Source: an optimization exercise on an open RTL-to-GDS flow (aim: small area). Production flows keep margins and buffers that such runs may drop.
Function was checked by simulation only, so behaviour that the tests miss may differ from the original.
Power and IR drop assume default switching activity.

job 8289:
==> flow/design.v <==
module fifo_deq_serializer #(
  parameter  int WIDTH = 704,
  parameter  int BEAT  = 32,
  localparam int BEATS = WIDTH / BEAT,
  localparam int IDX_W = (BEATS > 1) ? $clog2(BEATS) : 1
) (
  input  logic             CLK,
  input  logic             RST,
  input  logic [WIDTH-1:0] in_first,
  input  logic             in_first__RDY,
  input  logic             in_deq__RDY,
  output logic             in_deq__ENA,
  output logic [BEAT-1:0]  out_enq_v,
  output logic             out_enq_last,
  input  logic             out_enq__RDY,
  output logic             out_enq__ENA,
  output logic             busy
);
  logic [WIDTH-1:0] data_q;    
  logic             inv_q;
  logic [IDX_W-1:0] idx_q;
  logic             busy_q;
  logic             last_s, enq_ena_s, load_s;
  logic             sel_load, sel_shift, sel_hold;
  assign last_s    = busy_q && (idx_q == IDX_W'(BEATS - 1));
  assign enq_ena_s = busy_q && out_enq__RDY;
  assign load_s    = in_first__RDY && in_deq__RDY && (!busy_q || (enq_ena_s && last_s));
  assign sel_load  = load_s;
  assign sel_shift = !load_s && enq_ena_s;
  assign sel_hold  = !load_s && !enq_ena_s;
  wire [WIDTH-1:0] shifted = {data_q[BEAT-1:0], data_q[WIDTH-1:BEAT]};
  logic [WIDTH-1:0] data_d;
  fds_sel3n #(.W(WIDTH-BEAT)) u_sel (
    .a(in_first[WIDTH-BEAT-1:0]), .sa(sel_load),
    .b(shifted[WIDTH-BEAT-1:0]),  .sb(sel_shift),
    .c(data_q[WIDTH-BEAT-1:0]),   .sc(sel_hold),
    .y(data_d[WIDTH-BEAT-1:0])
  );
  fds_sel2n #(.W(BEAT)) u_sel_top (
    .a(in_first[WIDTH-1:WIDTH-BEAT]), .sa(sel_load), .nsa(!sel_load),
    .c(data_q[WIDTH-1:WIDTH-BEAT]),
    .y(data_d[WIDTH-1:WIDTH-BEAT])
  );
  always_ff @(posedge CLK) begin
    data_q <= data_d;
    inv_q  <= load_s | ~inv_q;
  end
  always_ff @(posedge CLK) begin
    if (RST) begin
      idx_q  <= {IDX_W{1'b0}};
      busy_q <= 1'b0;
    end else if (load_s) begin
      idx_q  <= {IDX_W{1'b0}};
      busy_q <= 1'b1;
    end else if (enq_ena_s) begin
      if (last_s) begin
        idx_q  <= {IDX_W{1'b0}};
        busy_q <= 1'b0;
      end else begin
        idx_q  <= idx_q + IDX_W'(1);
      end
    end
  end
  assign in_deq__ENA  = load_s;
  assign out_enq__ENA = enq_ena_s;
  assign out_enq_last = last_s;
  assign out_enq_v    = data_q[BEAT-1:0] ^ {BEAT{inv_q}};
  assign busy         = busy_q;
endmodule
module fds_sel3n #(
  parameter int W = 1
) (
  input  logic [W-1:0] a,
  input  logic         sa,
  input  logic [W-1:0] b,
  input  logic         sb,
  input  logic [W-1:0] c,
  input  logic         sc,
  output logic [W-1:0] y
);
  assign y = ~(({W{sa}} & a) | ({W{sb}} & b) | ({W{sc}} & c));
endmodule
module fds_sel2n #(
  parameter int W = 1
) (
  input  logic [W-1:0] a,
  input  logic         sa,
  input  logic         nsa,
  input  logic [W-1:0] c,
  output logic [W-1:0] y
);
  assign y = ~((a | {W{nsa}}) & (c | {W{sa}}));
endmodule
clock: 5.0 ns
lec_check: 0
cap_margin: 10
core_margin: 2
core_utilization: 50
cts_cluster_diameter: 80
cts_cluster_size: 28
place_density: 0.7
slew_margin: 10
synth_hierarchical: 1
standard.sh (not shown) runs the stock make flow with config.mk's settings and CLKGATE_MAP_FILE= SYNTH_SCRIPT=/design/flow/synth_recipe.tcl, a recipe that flattens the netlist after the stock synthesis.
==> flow/flow/run.sh <==
#!/bin/bash
# The standard layout, with every port buffered by the smallest buffer cell
# (buf_1) instead of the one buffer_ports picks by default.
set -euo pipefail
bash standard.sh "BUFFER_PORTS_ARGS=-buffer_cell sky130_fd_sc_hd__buf_1" finish > orfs_make.log 2>&1
Modified inputs, job 7742 compared to job 8289
Settings: CTS_CLUSTER_DIAMETER changed from 80 to 90; CTS_CLUSTER_SIZE changed from 28 to 32.
Notes after the runs:
- Pin slew with the least headroom to its limit was lower in the run labelled job 7742.
- Diff job 8289 and job 7742: final clock period utilization by the worst path lower in job 7742
- Via count across job 8289 and job 7742: no real change.
- In job 7742, the detailed-routing wirelength on met1 came out about 0.43% below the value in job 8289.
- In the flow results for job 8289 and job 7742, the cell area is smaller on job 7742.
- Job 7742 against job 8289: core utilization lower, clock transition at the register clock pins on the worst setup and hold paths after CTS roughly the same, sequential power roughly the same, proportion of total power due to net switching roughly the same.
- On average routed wire per standard cell, job 8289 tracks job 7742 almost exactly.

Setup of JK:
Starts from the design.v that is shown in full above.
==> flow/config.mk <==
export PLATFORM = sky130hd
export DESIGN_NAME = fifo_deq_serializer
export DESIGN_NICKNAME = fifo_deq_serializer
export VERILOG_FILES = /design/flow/design.v
export SDC_FILE = /design/flow/constraint.sdc
export NUM_CORES = 4
export LEC_CHECK = 0
export CAP_MARGIN = 10
export CORE_MARGIN = 2
export CORE_UTILIZATION = 55
export CTS_CLUSTER_DIAMETER = 80
export CTS_CLUSTER_SIZE = 30
export PLACE_DENSITY = 0.75
export SLEW_MARGIN = 10
export SYNTH_HIERARCHICAL = 1
==> flow/constraint.sdc <==
create_clock -name core_clock -period 5.0 [get_ports {CLK}]
set_input_delay 1.0000 -clock core_clock [delete_from_list [all_inputs] [get_ports {CLK}]]
set_output_delay 1.0000 -clock core_clock [all_outputs]
set_load 0.01 [all_outputs]
Scripts as last shown in full above: flow/flow/run.sh
[inputs] TR vs JK
- changing CTS_CLUSTER_SIZE from 30 to 25
- removing PLACE_DENSITY (formerly 0.75)
- changing CORE_UTILIZATION from 55 to 50
- changing SLEW_MARGIN from 10 to 20
- changing CAP_MARGIN from 10 to 20
Results
Between TR and JK, it is TR whose setup slack is higher, by 110 ps. On detailed placement HPWL, the lower figure sits with JK, not TR. Count of clock-buffer cells in the layout (higher): TR. Routing usage on met2 came out lower on TR than on JK. On first-pass GRT wire length, JK loses to TR. Comparing JK with TR, the number of storage elements in the synthesis netlist came out essentially unchanged. Cmp TR and JK / leakage component of the power / lower: JK. Max wire length on met1 across TR and JK: TR. Final wirelength was higher in the run labelled TR. Re synthesized cell count: no difference whatsoever between TR and JK.

[what the ideal ports hide]
The flow's constraints put no driver on any port. The routed layouts listed below were extracted and timed again, unchanged, in two steps. Step 1 assumes that a clkbuf_16 drives the clock port and a buf_2 every other input. Step 2 adds t to the input delays and takes it off the output delays; t is the mean of the earliest and latest rising clock arrival at the registers after step 1. Input paths then give back, and output paths get back, about the clock's delay inside the block. Three values: ideal ports, drivers, drivers and shift; two values: the first two.
| run | t, ns | setup slack, ns | worst slew at a driven data input, ns |
|---|---|---|---|
| job 8289 | 0.659 | 1.620 / 1.564 / 1.631 | 0.17 |
| job 7742 | 0.655 | 1.666 / 1.610 / 1.655 | 0.16 |
| JK | 0.684 | 1.600 / 1.538 / 1.687 | 0.15 |
| TR | 0.631 | 1.706 / 1.644 / 1.666 | 0.18 |
After both steps setup and hold are still met in every run listed. The setup slack of TR, which loses most, moves by -0.062 ns with the drivers and by -0.040 ns with both steps.
